Context: an optimization exercise on an open-source flow, tuned for small area, a short achievable clock period and few clock cycles. The choices shown serve that exercise and are no tape-out recipe. Where RTL was checked, it was by simulation tests only, not by an equivalence proof against the original. Power and IR drop assume default switching activity.

Setup of amber:
==> module dcache, before the edit <==
module dcache (
    input  logic                               CLK,
    input  logic                               nRST,
    input  logic                               dmemREN,
    input  logic                               dmemWEN,
    input  logic                               datomic,
    input  logic                               halt,
    input  dcache_geom_pkg::dcache_addr_u      dmemaddr,
    input  dcache_cpu_pkg::word_t              dmemstore,
    output logic                               dhit,
    output dcache_cpu_pkg::word_t              dmemload,
    output logic                               flushed,
    output logic                               dREN,
    output logic                               dWEN,
    output logic [dcache_geom_pkg::ADDR_W-1:0] daddr,
    output dcache_cpu_pkg::word_t              dstore,
    input  dcache_cpu_pkg::word_t              dload,
    input  logic                               dwait
);
    logic sc, sc_chk, sc_ok_r, link_valid, halted;
    assign sc = dmemWEN && datomic;
    always_ff @(posedge CLK or negedge nRST) begin
        if (!nRST) begin
            sc_chk <= 1'b0;
        end else begin
            sc_chk <= sc_chk ? (sc_ok_r && dwait) : (sc && link_valid && !halted);
        end
    end
    assign halted = halt;
    assign flushed = halt;
    assign dREN   = dmemREN && !halted;
    assign dWEN   = !halted && (sc_chk ? sc_ok_r : (dmemWEN && !datomic));
    assign daddr  = dmemaddr.raw;    
    assign dstore = dmemstore;
    assign dhit = !halted && (sc_chk ? (!sc_ok_r || !dwait)
                                     : ((dmemREN || (dmemWEN && !datomic)) && !dwait
                                        || sc && !link_valid));
    assign dmemload[31:1] = (dmemWEN || sc_chk) ? '0 : dload[31:1];
    assign dmemload[0]    = sc_chk ? sc_ok_r : (!dmemWEN && dload[0]);
    dcache_link i_link (
        .CLK, .nRST, .addr(dmemaddr.raw),
        .dmemREN, .dmemWEN, .datomic,
        .active(!halted), .sc_chk, .link_valid, .sc_ok_r
    );
endmodule
clock: 11.0 ns
lec_check: 0
cap_margin: 20
core_margin: 2
core_utilization: 65
slew_margin: 20
buffer_ports_args: -buffer_cell sky130_fd_sc_hd__buf_1
setup_slack_margin: 5.8
cts_args: -sink_clustering_enable -repair_clock_nets -dont_use_dummy_load -buf_list sky130_fd_sc_hd__clkbuf_4 -root_buf sky130_fd_sc_hd__clkbuf_4 -sink_clustering_buffer sky130_fd_sc_hd__clkbuf_4 -tree_buf sky130_fd_sc_hd__clkbuf_4
standard.sh (not shown) runs the stock make flow with config.mk's settings and CLKGATE_MAP_FILE= SYNTH_SCRIPT=/design/flow/synth_recipe.tcl, a recipe that flattens the netlist after the stock synthesis.
==> flow/flow/run.sh <==
#!/bin/bash
# Standard layout with three changes to how it is built (the constraints are untouched):
#  - port buffers are the plain buf_1 cell rather than the cell buffer_ports picks by
#    default (a slow delay buffer);
#  - repair_timing is asked for more setup slack, so that it sizes the port-to-port
#    paths, which otherwise meet the clock with room to spare and stay at minimum size;
#  - the clock tree for the few flip-flops is built from clkbuf_4 cells, without the
#    dummy loads CTS adds for balancing.
set -e
cd "$(dirname "$0")/.."
cat >> config.mk <<'MK'
export BUFFER_PORTS_ARGS = -buffer_cell sky130_fd_sc_hd__buf_1
export SETUP_SLACK_MARGIN = 5.8
export CTS_ARGS = -sink_clustering_enable -repair_clock_nets -dont_use_dummy_load -buf_list sky130_fd_sc_hd__clkbuf_4 -root_buf sky130_fd_sc_hd__clkbuf_4 -sink_clustering_buffer sky130_fd_sc_hd__clkbuf_4 -tree_buf sky130_fd_sc_hd__clkbuf_4
MK
bash standard.sh > standard.log 2>&1
Testbench counts of amber, summed over its fixed seeds: cycles 6,748.
What lagoon does differently from amber at the input level:
--- a/flow/design.v
+++ b/flow/design.v
@@ -91,7 +91,9 @@
             sc_chk <= sc_chk ? (sc_ok_r && dwait) : (sc && link_valid && !halted);
         end
     end
-    assign halted = halt;
+    always_ff @(posedge CLK) begin
+        halted <= halt;
+    end
     assign flushed = halt;
     assign dREN   = dmemREN && !halted;
     assign dWEN   = !halted && (sc_chk ? sc_ok_r : (dmemWEN && !datomic));
Findings:
Any difference in number of antenna repair diodes between lagoon and amber is small enough to ignore.
On number of register bits inferred by synthesis: between amber and lagoon, it ends up higher for lagoon.
lagoon vs. amber: worst setup slack after layout saw an increase; routed length on met1 higher.
When lagoon is set beside amber, its first-pass GRT wire length turns out to be 2.4% larger.
Clock input transition at the sequential cells of the worst setup and hold paths: amber vs lagoon, no meaningful difference
In the reports for amber and lagoon, the larger final area belongs to lagoon.
Diff amber -> lagoon: sum of internal, switching and leakage power moved up, fraction of area in registers climbed 0.38 points, arrival time of data at the critical path endpoint saw little to no change, total global routing track utilization picked up an extra 0.84 points, post-detailed-placement cell area increased by 20 µm² relative to the old numbers.
Re final critical path time including I/O delays and setup: amber and lagoon aren't equal, and the lower value belongs to lagoon.
Testbench counts of lagoon, summed over its fixed seeds: cycles 6,748.


== main ==
The RTL this note starts from:
==> flow/design.v <==
`default_nettype none
package dcache_geom_pkg;
    localparam int ADDR_W = 32;   
    localparam int TAG_W  = 26;
    localparam int IDX_W  = 3;
    localparam int SETS   = 8;
    localparam int WAYS   = 2;
    typedef union packed {
        logic [ADDR_W-1:0] raw;
        struct packed {
            logic [TAG_W-1:0] tag;
            logic [IDX_W-1:0] idx;
            logic             blkoff;    
            logic [1:0]       byteoff;
        } fields;
    } dcache_addr_u;
endpackage
`default_nettype wire
`default_nettype none
package dcache_cpu_pkg;
    typedef logic [31:0] word_t;
    localparam word_t SC_OK_WORD   = 32'd1;
    localparam word_t SC_FAIL_WORD = 32'd0;
endpackage
`default_nettype wire
`default_nettype none
`timescale 1ns/1ps
module dcache_link (
    input  logic        CLK,
    input  logic        nRST,
    input  logic [31:0] addr,
    input  logic        dmemREN,
    input  logic        dmemWEN,
    input  logic        datomic,
    input  logic        commit,
    output logic        sc_ok
);
    logic [31:2] link_addr;
    logic        link_valid;
    logic        addr_match;
    assign addr_match = (link_addr == addr[31:2]);
    assign sc_ok      = link_valid && addr_match;
    always_ff @(posedge CLK or negedge nRST) begin
        if (!nRST) begin
            link_valid <= 1'b0;
        end else if (commit) begin
            if (dmemREN && datomic) begin
                link_valid <= 1'b1;    
            end else if (dmemWEN && (datomic || addr_match)) begin
                link_valid <= 1'b0;    
            end
        end
    end
    always_ff @(posedge CLK) begin
        if (dmemREN && datomic) begin
            link_addr <= addr[31:2];
        end
    end
endmodule
`default_nettype wire
`default_nettype none
`timescale 1ns/1ps
import dcache_geom_pkg::*;
import dcache_cpu_pkg::*;
module dcache (
    input  logic                               CLK,
    input  logic                               nRST,
    input  logic                               dmemREN,
    input  logic                               dmemWEN,
    input  logic                               datomic,
    input  logic                               halt,
    input  dcache_geom_pkg::dcache_addr_u      dmemaddr,
    input  dcache_cpu_pkg::word_t              dmemstore,
    output logic                               dhit,
    output dcache_cpu_pkg::word_t              dmemload,
    output logic                               flushed,
    output logic                               dREN,
    output logic                               dWEN,
    output logic [dcache_geom_pkg::ADDR_W-1:0] daddr,
    output dcache_cpu_pkg::word_t              dstore,
    input  dcache_cpu_pkg::word_t              dload,
    input  logic                               dwait
);
    logic sc, sc_ok, sc_fail;
    assign sc      = dmemWEN && datomic;
    assign sc_fail = sc && !sc_ok;
    assign flushed = halt;
    assign dREN   = dmemREN && !halt;
    assign dWEN   = dmemWEN && !sc_fail && !halt;
    assign daddr  = {dmemaddr.raw[31:2], 2'b00};
    assign dstore = dmemstore;
    assign dhit     = (dmemREN || dmemWEN) && !halt && (!dwait || sc_fail);
    assign dmemload = sc ? (sc_ok ? SC_OK_WORD : SC_FAIL_WORD) : dload;
    dcache_link i_link (
        .CLK, .nRST, .addr(dmemaddr.raw),
        .dmemREN, .dmemWEN, .datomic,
        .commit(dhit), .sc_ok
    );
endmodule
`default_nettype wire
export LEC_CHECK = 0
export CAP_MARGIN = 20
export CORE_MARGIN = 2
export CORE_UTILIZATION = 40
export SLEW_MARGIN = 20
export BUFFER_PORTS_ARGS = -buffer_cell sky130_fd_sc_hd__buf_1
create_clock -name core_clock -period 11.0 [get_ports {CLK}]
==> flow/flow/run.sh <==
#!/bin/bash
# Standard layout, except that the port buffers are the plain buf_1 cell rather than
# the cell buffer_ports picks by default (a slow delay buffer).
set -e
cd "$(dirname "$0")/.."
echo 'export BUFFER_PORTS_ARGS = -buffer_cell sky130_fd_sc_hd__buf_1' >> config.mk
bash standard.sh > standard.log 2>&1
main has completed all stages; timing, DRC and antenna checks passed.
Testbench counts of main, summed over its fixed seeds: cycles 6,467.
The following lists how the feature branch was set up differently from main:
diff --git a/flow/design.v b/flow/design.v
--- a/flow/design.v
+++ b/flow/design.v
@@ -32,15 +32,14 @@
     input  logic        dmemREN,
     input  logic        dmemWEN,
     input  logic        datomic,
     input  logic        commit,
-    output logic        sc_ok
+    output logic        sc_ok_r
 );
     logic [31:2] link_addr;
     logic        link_valid;
     logic        addr_match;
     assign addr_match = (link_addr == addr[31:2]);
-    assign sc_ok      = link_valid && addr_match;
     always_ff @(posedge CLK or negedge nRST) begin
         if (!nRST) begin
             link_valid <= 1'b0;
         end else if (commit) begin
@@ -54,8 +53,9 @@
     always_ff @(posedge CLK) begin
         if (dmemREN && datomic) begin
             link_addr <= addr[31:2];
         end
+        sc_ok_r <= link_valid && addr_match;
     end
 endmodule
 `default_nettype wire
 `default_nettype none
@@ -80,21 +80,28 @@
     output dcache_cpu_pkg::word_t              dstore,
     input  dcache_cpu_pkg::word_t              dload,
     input  logic                               dwait
 );
-    logic sc, sc_ok, sc_fail;
-    assign sc      = dmemWEN && datomic;
-    assign sc_fail = sc && !sc_ok;
+    logic sc, sc_chk, sc_ok_r;
+    assign sc = dmemWEN && datomic;
+    always_ff @(posedge CLK or negedge nRST) begin
+        if (!nRST) begin
+            sc_chk <= 1'b0;
+        end else begin
+            sc_chk <= sc && !halt && !dhit;
+        end
+    end
     assign flushed = halt;
     assign dREN   = dmemREN && !halt;
-    assign dWEN   = dmemWEN && !sc_fail && !halt;
+    assign dWEN   = !halt && (sc_chk ? sc_ok_r : (dmemWEN && !datomic));
     assign daddr  = {dmemaddr.raw[31:2], 2'b00};
     assign dstore = dmemstore;
-    assign dhit     = (dmemREN || dmemWEN) && !halt && (!dwait || sc_fail);
-    assign dmemload = sc ? (sc_ok ? SC_OK_WORD : SC_FAIL_WORD) : dload;
+    assign dhit = !halt && (sc_chk ? (!sc_ok_r || !dwait)
+                                   : ((dmemREN || (dmemWEN && !datomic)) && !dwait));
+    assign dmemload = sc_chk ? (sc_ok_r ? SC_OK_WORD : SC_FAIL_WORD) : dload;
     dcache_link i_link (
         .CLK, .nRST, .addr(dmemaddr.raw),
         .dmemREN, .dmemWEN, .datomic,
-        .commit(dhit), .sc_ok
+        .commit(dhit), .sc_ok_r
     );
 endmodule
 `default_nettype wire
Findings:
- On least setup slack across all paths after layout, the feature branch does better than main.
- Between the feature branch and main, the met3 track demand over resource is higher for main.
- What main reported for wire length has to be multiplied by 0.941 to get the figure for the feature branch.
- Re horizontal extent of the die: main was lower than the feature branch.
- Looking at start point of the critical path, the dmemWEN result is from the feature branch; the dmemaddr[5] one comes from main.
- Taking main as the reference, in the feature branch routed metal-1 wirelength dropped 3.5%, die area shows an increase of 1.4%, slew at the pin closest to its max-slew limit up 0.30 ns.
- main → the feature branch: portion of total power attributed to combinational logic now smaller; fmax grew by 7.8 MHz; post-synthesis sequential area ratio up 1.5 points; design area essentially unchanged.
No functional check of the RTL was part of the feature branch.


lane 3:
Another version of the RTL of dcache (not shown whole).
Size: roughly 34 flip-flops.
==> module dcache_link, before the edit <==
module dcache_link (
    input  logic        CLK,
    input  logic        nRST,
    input  logic [31:0] addr,
    input  logic        dmemREN,
    input  logic        dmemWEN,
    input  logic        datomic,
    input  logic        active,      
    input  logic        sc_chk,      
    output logic        link_valid,
    output logic        sc_ok_r
);
    logic [31:2] link_addr;
    logic        addr_match;
    assign addr_match = (link_addr == addr[31:2]);
    always_ff @(posedge CLK or negedge nRST) begin
        if (!nRST) begin
            link_valid <= 1'b0;
        end else if (active) begin
            if (dmemREN && datomic) begin
                link_valid <= 1'b1;    
            end else if (dmemWEN && (datomic || addr_match)) begin
                link_valid <= 1'b0;    
            end
        end
    end
    always_ff @(posedge CLK) begin
        if (dmemREN && datomic) begin
            link_addr <= addr[31:2];
        end
        sc_ok_r <= (link_valid || sc_chk) && addr_match;
    end
endmodule
==> module dcache, before the edit <==
module dcache (
    input  logic                               CLK,
    input  logic                               nRST,
    input  logic                               dmemREN,
    input  logic                               dmemWEN,
    input  logic                               datomic,
    input  logic                               halt,
    input  dcache_geom_pkg::dcache_addr_u      dmemaddr,
    input  dcache_cpu_pkg::word_t              dmemstore,
    output logic                               dhit,
    output dcache_cpu_pkg::word_t              dmemload,
    output logic                               flushed,
    output logic                               dREN,
    output logic                               dWEN,
    output logic [dcache_geom_pkg::ADDR_W-1:0] daddr,
    output dcache_cpu_pkg::word_t              dstore,
    input  dcache_cpu_pkg::word_t              dload,
    input  logic                               dwait
);
    logic sc, sc_chk, sc_ok_r, link_valid, halted;
    assign sc = dmemWEN && datomic;
    always_ff @(posedge CLK or negedge nRST) begin
        if (!nRST) begin
            sc_chk <= 1'b0;
            halted <= 1'b0;
        end else begin
            sc_chk <= sc_chk ? (sc_ok_r && dwait) : (sc && link_valid && !halted);
            halted <= halt;
        end
    end
    assign flushed = halt;
    assign dREN   = dmemREN && !halted;
    assign dWEN   = !halted && (sc_chk ? sc_ok_r : (dmemWEN && !datomic));
    assign daddr  = dmemaddr.raw;    
    assign dstore = dmemstore;
    assign dhit = !halted && (sc_chk ? (!sc_ok_r || !dwait)
                                     : ((dmemREN || (dmemWEN && !datomic)) && !dwait
                                        || sc && !link_valid));
    assign dmemload[31:1] = (dmemWEN || sc_chk) ? '0 : dload[31:1];
    assign dmemload[0]    = sc_chk ? sc_ok_r : (!dmemWEN && dload[0]);
    dcache_link i_link (
        .CLK, .nRST, .addr(dmemaddr.raw),
        .dmemREN, .dmemWEN, .datomic,
        .active(!halted), .sc_chk, .link_valid, .sc_ok_r
    );
endmodule
clock: 11.0 ns
lec_check: 0
cap_margin: 20
core_margin: 2
core_utilization: 65
slew_margin: 20
buffer_ports_args: -buffer_cell sky130_fd_sc_hd__buf_1
setup_slack_margin: 5.8
==> flow/flow/run.sh <==
#!/bin/bash
# Standard layout, except that the port buffers are the plain buf_1 cell rather than
# the cell buffer_ports picks by default (a slow delay buffer), and repair_timing is
# asked for more setup slack so that it sizes the port-to-port paths, which otherwise
# meet the clock with room to spare and are left at minimum size.
set -e
cd "$(dirname "$0")/.."
cat >> config.mk <<'MK'
export BUFFER_PORTS_ARGS = -buffer_cell sky130_fd_sc_hd__buf_1
export SETUP_SLACK_MARGIN = 5.8
MK
bash standard.sh > standard.log 2>&1
Testbench counts of lane 3, summed over its fixed seeds: cycles 6,748.
Input-level comparison between lane 5 and lane 3:
--- a/flow/design.v
+++ b/flow/design.v
@@ -31,10 +31,9 @@
     input  logic [31:0] addr,
     input  logic        dmemREN,
     input  logic        dmemWEN,
     input  logic        datomic,
-    input  logic        active,      
-    input  logic        sc_chk,      
+    input  logic        commit,
     output logic        link_valid,
     output logic        sc_ok_r
 );
     logic [31:2] link_addr;
@@ -42,9 +41,9 @@
     assign addr_match = (link_addr == addr[31:2]);
     always_ff @(posedge CLK or negedge nRST) begin
         if (!nRST) begin
             link_valid <= 1'b0;
-        end else if (active) begin
+        end else if (commit) begin
             if (dmemREN && datomic) begin
                 link_valid <= 1'b1;    
             end else if (dmemWEN && (datomic || addr_match)) begin
                 link_valid <= 1'b0;    
@@ -54,9 +53,9 @@
     always_ff @(posedge CLK) begin
         if (dmemREN && datomic) begin
             link_addr <= addr[31:2];
         end
-        sc_ok_r <= (link_valid || sc_chk) && addr_match;
+        sc_ok_r <= link_valid && addr_match;
     end
 endmodule
 `default_nettype wire
 `default_nettype none
@@ -88,9 +87,9 @@
         if (!nRST) begin
             sc_chk <= 1'b0;
             halted <= 1'b0;
         end else begin
-            sc_chk <= sc_chk ? (sc_ok_r && dwait) : (sc && link_valid && !halted);
+            sc_chk <= sc && link_valid && !halted && !dhit;
             halted <= halt;
         end
     end
     assign flushed = halt;
@@ -105,8 +104,8 @@
     assign dmemload[0]    = sc_chk ? sc_ok_r : (!dmemWEN && dload[0]);
     dcache_link i_link (
         .CLK, .nRST, .addr(dmemaddr.raw),
         .dmemREN, .dmemWEN, .datomic,
-        .active(!halted), .sc_chk, .link_valid, .sc_ok_r
+        .commit(dhit), .link_valid, .sc_ok_r
     );
 endmodule
 `default_nettype wire
==> comparison <==
In lane 5 relative to lane 3, total power had gone down by a few percent. Relative to lane 3, ratio of final minimum period to clock period increased by 0.42 points in lane 5. Looking at lane 5 and lane 3, the share of the final layout cell area in sequential cells is a wash. Re net switching fraction of the power: lane 5 is 1.4 points up on lane 3. Lane 3 -> lane 5: number of register bits inferred by synthesis delta 0, exact match. The faster design of the two is lane 3; lane 5 tops out lower. Relative to lane 3, the final cell area reported for lane 5 is lower. Between lane 5 and lane 3, the design internal power is higher for lane 3. Lane 5 — shortest period the worst path allows 0.046 ns higher, lane 3 as reference. Count of buffering cells on the critical path with inverters included | lane 5 below lane 3. In lane 5 relative to lane 3, post-detailed-routing wire length had gone down by a few percent. Compared to lane 3, lane 5 has synthesis-to-finish area growth 0.35 points lower.
Testbench counts of lane 5, summed over its fixed seeds: cycles 6,748.

-- static timing again, ports no longer ideal --
The results above use ideal ports. As a check the final layouts listed here were re-extracted and re-timed, cells and wires unchanged. Step 1 (the two cells are an assumption about what drives the block):
set clk [get_ports {CLK}]
set_driving_cell -lib_cell sky130_fd_sc_hd__clkbuf_16 $clk
set_driving_cell -lib_cell sky130_fd_sc_hd__buf_2 [delete_from_list [all_inputs] $clk]
Step 2 moves the port delays by t, midway between the first and last clock arrival at a register: inputs arrive t later, outputs are due t later. That takes back most of the time a late clock gives input paths. Three values: ideal, step 1, step 2; two values: the first two.
| run | t, ns | setup slack, ns | worst setup path at the end | worst data-port slew with drivers (ns) |
|---|---|---|---|---|
| amber | 0.330 | 5.821 / 5.793 / 5.793 | input to output | 0.14 |
| lagoon | 0.342 | 5.832 / 5.791 / 5.791 | input to output | 0.13 |
| main | 0.293 | 5.217 / 5.197 / 5.197 | input to output | 0.12 |
| the feature branch | 0.300 | 5.465 / 5.418 / 5.418 | input to output | 0.09 |
| lane 3 | 0.346 | 5.875 / 5.810 / 5.810 | input to output | 0.12 |
| lane 5 | 0.354 | 5.829 / 5.780 / 5.780 | input to output | 0.12 |
After both steps setup and hold are still met in every run listed. For lane 3, which loses most, drivers alone change the setup slack by -0.065 ns; drivers and shift together by -0.065 ns.
